From an optimization exercise on the open Yosys and OpenROAD flow, aimed at small area, a short achievable clock period and few clock cycles per item; shortcuts taken in it are not production practice.
Function was checked by simulation only, so behaviour that the tests miss may differ from the original.

Setup of run M:
==> flow/design.v <==
package tbs_pkg;
  localparam int unsigned ID_W    = 32;
  localparam int unsigned TOKEN_W = 16;
  localparam int unsigned EVENT_W = 3;
  localparam int unsigned LEVEL_W = 5;
  localparam int unsigned ENTRY_W = ID_W + TOKEN_W;
  localparam logic [TOKEN_W-1:0] BUCKET_RESET = 16'd10;
  localparam logic REQ_TICK   = 1'b0;
  localparam logic REQ_PACKET = 1'b1;
  typedef enum logic [EVENT_W-1:0] {
    EV_TOKEN_ADDED   = 3'd0,
    EV_TOKEN_DROPPED = 3'd1,
    EV_TOO_BIG       = 3'd2,
    EV_QUEUED        = 3'd3,
    EV_QUEUE_FULL    = 3'd4,
    EV_PASSED        = 3'd5
  } event_t;
  typedef enum logic [1:0] {
    ST_IDLE = 2'b01,
    ST_EXEC = 2'b10
  } state_t;
endpackage
module tbs_ram #(
  parameter int unsigned WIDTH = 48,
  parameter int unsigned DEPTH = 16
) (
  input  logic                     clk,
  input  logic                     we,
  input  logic [$clog2(DEPTH)-1:0] waddr,
  input  logic [WIDTH-1:0]         wdata,
  input  logic [$clog2(DEPTH)-1:0] raddr,
  output logic [WIDTH-1:0]         rdata
);
  logic [WIDTH-1:0] mem [DEPTH];
  always_ff @(posedge clk) begin
    if (we) begin
      mem[waddr] <= wdata;
    end
    rdata <= mem[raddr];
  end
endmodule
module token_bucket_shaper #(
  parameter int unsigned QUEUE_DEPTH = 16
) (
  input  logic                         clk,
  input  logic                         rst,
  input  logic                         cfg_wen,
  input  logic [tbs_pkg::TOKEN_W-1:0]  cfg_wdata,    
  input  logic                         s_tvalid,
  output logic                         s_tready,
  input  logic [47:0]                  s_tdata,      
  input  logic                         s_tuser,      
  output logic                         m_tvalid,
  input  logic                         m_tready,
  output logic [55:0]                  m_tdata,      
  output logic [3:0]                   m_tuser       
);
  localparam int unsigned IW = tbs_pkg::ID_W;
  localparam int unsigned TW = tbs_pkg::TOKEN_W;
  localparam int unsigned PW = $clog2(QUEUE_DEPTH);
  localparam int unsigned CW = $clog2(QUEUE_DEPTH + 1);
  function automatic logic [TW:0] sub_ks(input logic [TW-1:0] a, input logic [TW-1:0] b);
    logic [TW-1:0] g;
    logic [TW-1:0] p;
    logic [TW-1:0] x;
    x = a ^ ~b;
    g = a & ~b;
    p = x;
    g[0] = g[0] | p[0];
    for (int k = 1; k < TW; k = k * 2) begin
      for (int i = TW - 1; i >= k; i--) begin
        g[i] = g[i] | (p[i] & g[i-k]);
        p[i] = p[i] & p[i-k];
      end
    end
    sub_ks = {g[TW-1], x ^ {g[TW-2:0], 1'b1}};
  endfunction
  function automatic logic [2*TW+1:0] sub_cs(input logic [TW-1:0] a, input logic [TW-1:0] b);
    logic [TW-1:0] g;
    logic [TW-1:0] p;
    logic [TW-1:0] x;
    x = a ^ ~b;
    g = a & ~b;
    p = x;
    for (int k = 1; k < TW; k = k * 2) begin
      for (int i = TW - 1; i >= k; i--) begin
        g[i] = g[i] | (p[i] & g[i-k]);
        p[i] = p[i] & p[i-k];
      end
    end
    sub_cs = {g[TW-1], x ^ {g[TW-2:0], 1'b0},
              g[TW-1] | p[TW-1], x ^ ({g[TW-2:0], 1'b0} | {p[TW-2:0], 1'b1})};
  endfunction
  function automatic logic [TW-1:0] dec_t(input logic [TW-1:0] a);
    logic [TW-1:0] c;
    c[0] = 1'b1;
    for (int i = 1; i < TW; i++) c[i] = ~|(a & ((TW'(1) << i) - 1'b1));
    dec_t = a ^ c;
  endfunction
  function automatic logic [TW-1:0] inc_t(input logic [TW-1:0] a);
    logic [TW-1:0] c;
    c[0] = 1'b1;
    for (int i = 1; i < TW; i++) c[i] = &(a | ~((TW'(1) << i) - 1'b1));
    inc_t = a ^ c;
  endfunction
  function automatic logic [CW-1:0] inc_c(input logic [CW-1:0] a);
    logic [CW-1:0] c;
    c[0] = 1'b1;
    for (int i = 1; i < CW; i++) c[i] = &(a | ~((CW'(1) << i) - 1'b1));
    inc_c = a ^ c;
  endfunction
  function automatic logic [CW-1:0] dec_c(input logic [CW-1:0] a);
    logic [CW-1:0] c;
    c[0] = 1'b1;
    for (int i = 1; i < CW; i++) c[i] = ~|(a & ((CW'(1) << i) - 1'b1));
    dec_c = a ^ c;
  endfunction
  function automatic logic [PW-1:0] inc_p(input logic [PW-1:0] a);
    logic [PW-1:0] c;
    c[0] = 1'b1;
    for (int i = 1; i < PW; i++) c[i] = &(a | ~((PW'(1) << i) - 1'b1));
    inc_p = a ^ c;
  endfunction
  logic               sk_v;
  logic               sk_kind;
  logic [IW-1:0]      sk_id;
  logic [TW-1:0]      sk_need;
  logic               sk_big;
  logic               in_v;
  logic               in_kind;
  logic [IW-1:0]      in_id;
  logic [TW-1:0]      in_need;
  logic               in_big;      
  logic               out_v;
  tbs_pkg::event_t    out_ev;
  logic               out_rel;
  logic [IW-1:0]      out_rid;
  logic [TW-1:0]      bucket_size;
  logic [TW-1:0]      tokens;
  logic [CW-1:0]      count;
  logic [PW-1:0]      head;
  logic [PW-1:0]      head1;       
  logic [PW-1:0]      tail;
  logic [TW-1:0]      head_need_m1;    
  logic               head_need_z;     
  logic [IW-1:0]      mem_id   [QUEUE_DEPTH];
  logic [TW-1:0]      mem_need_m1 [QUEUE_DEPTH];    
  logic               mem_need_z  [QUEUE_DEPTH];    
  logic               accept;
  logic               fire;
  logic               in_load;
  logic               q_empty;
  logic               q_full;
  logic [TW-1:0]      s_need;
  logic               s_big;
  logic [TW:0]        s_cmp;
  logic               is_tick;
  logic [TW-1:0]      tok_p1;
  logic [2*TW+1:0]    dif_hh;      
  logic               ge_h;
  logic               ge_h1;
  logic [TW:0]        dif_n;       
  logic [TW:0]        dif_b;       
  logic               lt;
  logic               tick_rel;
  logic               pass;
  logic               push;
  logic               pop;
  logic [TW-1:0]      tokens_next;
  tbs_pkg::event_t    ev_next;
  logic               rel_next;
  logic [IW-1:0]      rid_next;
  logic [TW-1:0]      next_need_m1;
  logic               next_need_z;
  logic [TW-1:0]      in_need_m1;
  logic               in_need_z;
  logic [IW-1:0]      head_id;
  assign s_tready = !sk_v;
  assign accept   = s_tvalid && !sk_v;
  assign fire     = in_v && (!out_v || m_tready);
  assign in_load  = !in_v || fire;
  assign q_empty  = (count == '0);
  assign q_full   = count[CW-1];
  assign s_need   = s_tdata[tbs_pkg::ENTRY_W-1:IW];
  assign s_cmp    = sub_ks(bucket_size, s_need);
  assign s_big    = !s_cmp[TW];
  assign is_tick  = (in_kind == tbs_pkg::REQ_TICK);
  assign tok_p1   = inc_t(tokens);
  assign dif_hh   = sub_cs(tokens, head_need_m1);
  assign ge_h     = dif_hh[2*TW+1] || head_need_z;
  assign ge_h1    = dif_hh[TW] || head_need_z;
  assign dif_n    = sub_ks(tokens, in_need);
  assign dif_b    = sub_ks(tokens, bucket_size);
  assign lt       = !dif_b[TW];
  assign tick_rel = !q_empty && (lt ? ge_h1 : ge_h);
  assign pass     = !in_big && q_empty && dif_n[TW];
  assign pop      = is_tick && tick_rel;
  assign push     = !is_tick && !in_big && !pass && !q_full;
  always_comb begin
    if (is_tick) begin
      ev_next  = lt ? tbs_pkg::EV_TOKEN_ADDED : tbs_pkg::EV_TOKEN_DROPPED;
      rel_next = tick_rel;
      rid_next = tick_rel ? head_id : '0;
    end else begin
      rel_next = pass;
      rid_next = pass ? in_id : '0;
      if (in_big)      ev_next = tbs_pkg::EV_TOO_BIG;
      else if (pass)   ev_next = tbs_pkg::EV_PASSED;
      else if (q_full) ev_next = tbs_pkg::EV_QUEUE_FULL;
      else             ev_next = tbs_pkg::EV_QUEUED;
    end
  end
  always_comb begin
    if (is_tick) begin
      if (lt) tokens_next = tick_rel ? dif_hh[TW-1:0]      : tok_p1;
      else    tokens_next = tick_rel ? dif_hh[2*TW:TW+1]   : tokens;
    end else begin
      tokens_next = pass ? dif_n[TW-1:0] : tokens;
    end
  end
  assign in_need_m1 = dec_t(in_need);
  assign in_need_z  = (in_need == '0);
  always_comb begin
    next_need_m1 = '0;
    next_need_z  = 1'b0;
    head_id   = '0;
    for (int i = 0; i < QUEUE_DEPTH; i++) begin
      next_need_m1 = next_need_m1 | (mem_need_m1[i] & {TW{head1 == PW'(i)}});
      next_need_z  = next_need_z  | (mem_need_z[i]  & (head1 == PW'(i)));
      head_id   = head_id   | (mem_id[i]   & {IW{head  == PW'(i)}});
    end
  end
  always_ff @(posedge clk) begin
    if (rst) begin
      sk_v        <= 1'b0;
      in_v        <= 1'b0;
      out_v       <= 1'b0;
      bucket_size <= tbs_pkg::BUCKET_RESET;
      tokens      <= '0;
      count       <= '0;
      head        <= '0;
      head1       <= PW'(1);
      tail        <= '0;
    end else begin
      if (cfg_wen) begin
        bucket_size <= cfg_wdata;
      end
      if (sk_v) begin
        if (in_load) sk_v <= 1'b0;
      end else begin
        if (accept && !in_load) sk_v <= 1'b1;
      end
      if (in_load) begin
        in_v <= sk_v || accept;
      end
      if (fire) begin
        out_v <= 1'b1;
      end else if (m_tready) begin
        out_v <= 1'b0;
      end
      if (fire) begin
        tokens <= tokens_next;
        if (push) begin
          count <= inc_c(count);
          tail  <= inc_p(tail);
        end
        if (pop) begin
          count <= dec_c(count);
          head  <= head1;
          head1 <= inc_p(head1);
        end
      end
    end
  end
  always_ff @(posedge clk) begin
    if (!sk_v) begin
      sk_kind <= s_tuser;
      sk_id   <= s_tdata[IW-1:0];
      sk_need <= s_need;
      sk_big  <= s_big;
    end
    if (in_load) begin
      if (sk_v) begin
        in_kind <= sk_kind;
        in_id   <= sk_id;
        in_need <= sk_need;
        in_big  <= sk_big;
      end else begin
        in_kind <= s_tuser;
        in_id   <= s_tdata[IW-1:0];
        in_need <= s_need;
        in_big  <= s_big;
      end
    end
    if (fire) begin
      out_ev  <= ev_next;
      out_rel <= rel_next;
      out_rid <= rid_next;
      if (pop) begin
        head_need_m1 <= next_need_m1;
        head_need_z  <= next_need_z;
      end else if (q_empty) begin
        head_need_m1 <= in_need_m1;
        head_need_z  <= in_need_z;
      end
    end
    if (!q_full) begin
      mem_id[tail]   <= in_id;
      mem_need_m1[tail] <= in_need_m1;
      mem_need_z[tail]  <= in_need_z;
    end
  end
  assign m_tvalid = out_v;
  assign m_tdata  = {3'b000, count, tokens, out_rid};
  assign m_tuser  = {out_rel, out_ev};
endmodule
clock: 5.5 ns
lec_check: 0
abc_area: 1
cap_margin: 20
core_margin: 2
core_utilization: 60
setup_slack_margin: 3.5
slew_margin: 20
run.sh (not shown) runs the stock make flow with config.mk's settings and CLKGATE_MAP_FILE= SYNTH_SCRIPT=/design/flow/synth_recipe.tcl, a recipe that flattens the netlist after the stock synthesis.
Testbench counts of run M, summed over its fixed seeds: cycles 16,080, items 16,000.
--- input diff run M..run A ---
diff --git a/flow/design.v b/flow/design.v
--- a/flow/design.v
+++ b/flow/design.v
@@ -120,18 +120,15 @@
     c[0] = 1'b1;
     for (int i = 1; i < PW; i++) c[i] = &(a | ~((PW'(1) << i) - 1'b1));
     inc_p = a ^ c;
   endfunction
-  logic               sk_v;
-  logic               sk_kind;
-  logic [IW-1:0]      sk_id;
-  logic [TW-1:0]      sk_need;
-  logic               sk_big;
   logic               in_v;
   logic               in_kind;
   logic [IW-1:0]      in_id;
   logic [TW-1:0]      in_need;
   logic               in_big;      
+  logic [TW-1:0]      in_need_m1;  
+  logic               in_need_z;   
   logic               out_v;
   tbs_pkg::event_t    out_ev;
   logic               out_rel;
   logic [IW-1:0]      out_rid;
@@ -171,13 +168,11 @@
   logic               rel_next;
   logic [IW-1:0]      rid_next;
   logic [TW-1:0]      next_need_m1;
   logic               next_need_z;
-  logic [TW-1:0]      in_need_m1;
-  logic               in_need_z;
   logic [IW-1:0]      head_id;
-  assign s_tready = !sk_v;
-  assign accept   = s_tvalid && !sk_v;
+  assign s_tready = in_load;
+  assign accept   = s_tvalid && in_load;
   assign fire     = in_v && (!out_v || m_tready);
   assign in_load  = !in_v || fire;
   assign q_empty  = (count == '0);
   assign q_full   = count[CW-1];
@@ -217,10 +212,8 @@
     end else begin
       tokens_next = pass ? dif_n[TW-1:0] : tokens;
     end
   end
-  assign in_need_m1 = dec_t(in_need);
-  assign in_need_z  = (in_need == '0);
   always_comb begin
     next_need_m1 = '0;
     next_need_z  = 1'b0;
     head_id   = '0;
@@ -231,9 +224,8 @@
     end
   end
   always_ff @(posedge clk) begin
     if (rst) begin
-      sk_v        <= 1'b0;
       in_v        <= 1'b0;
       out_v       <= 1'b0;
       bucket_size <= tbs_pkg::BUCKET_RESET;
       tokens      <= '0;
@@ -244,15 +236,10 @@
     end else begin
       if (cfg_wen) begin
         bucket_size <= cfg_wdata;
       end
-      if (sk_v) begin
-        if (in_load) sk_v <= 1'b0;
-      end else begin
-        if (accept && !in_load) sk_v <= 1'b1;
-      end
       if (in_load) begin
-        in_v <= sk_v || accept;
+        in_v <= s_tvalid;
       end
       if (fire) begin
         out_v <= 1'b1;
       end else if (m_tready) begin
@@ -272,26 +259,15 @@
       end
     end
   end
   always_ff @(posedge clk) begin
-    if (!sk_v) begin
-      sk_kind <= s_tuser;
-      sk_id   <= s_tdata[IW-1:0];
-      sk_need <= s_need;
-      sk_big  <= s_big;
-    end
     if (in_load) begin
-      if (sk_v) begin
-        in_kind <= sk_kind;
-        in_id   <= sk_id;
-        in_need <= sk_need;
-        in_big  <= sk_big;
-      end else begin
-        in_kind <= s_tuser;
-        in_id   <= s_tdata[IW-1:0];
-        in_need <= s_need;
-        in_big  <= s_big;
-      end
+      in_kind <= s_tuser;
+      in_id   <= s_tdata[IW-1:0];
+      in_need <= s_need;
+      in_big  <= s_big;
+      in_need_m1 <= dec_t(s_need);
+      in_need_z  <= (s_need == '0);
     end
     if (fire) begin
       out_ev  <= ev_next;
       out_rel <= rel_next;
Findings:
Share of final layout cell area taken by non-clock buffers: run M vs run A — no meaningful difference. In run A the number of synthesized flops with an enable pin turned out 17 higher than in run M. Run A completed every stage of the flow, and the final layout passed the timing, design-rule and antenna checks. Looking at end-of-flow core utilization, run A sits 0.48 points below run M. Comparing run A and run M, the higher layout overhead on the synthesized area is on run M. Between run A and run M, the normalized max-slew margin is lower for run M. Going from run M to run A, layout sequential cell count shrinks by about 3.4%. Run A vs run M: met1 routed wirelength after detailed routing up slightly. Compared with run M, run A shows count of clock-net buffers in the final layout that has gone down by more than 10%.
Testbench counts of run A, summed over its fixed seeds: cycles 16,080, items 16,000.

==> afterwards: timing with drivers on the ports <==
No port has a modelled driver above. Below, the same layouts with a new extraction and two added sets of constraints.
Step 1, drivers: a clkbuf_16 drives clk and a buf_2 each remaining input, both assumed.
Step 2 also shifts input and output timing later by t, the mid clock arrival at the registers, as if the neighbouring blocks saw the same clock.
Slacks: no drivers / after step 1 / after step 2; pairs: no drivers / after step 1.
run	t (ns)	setup WS [ns]	worst setup path at the end	slew at the worst register clock pin (ns)	pins driven straight from the clock port
run M	0.727	2.811 / 2.811 / 2.704	input to register	0.07 / 0.07	1
run A	0.718	2.754 / 2.707 / 2.452	input to register	0.07 / 0.07	1
After both steps setup and hold are still met in every run listed. The setup slack of run A, which loses most, moves by -0.047 ns with the drivers and by -0.302 ns with both steps.
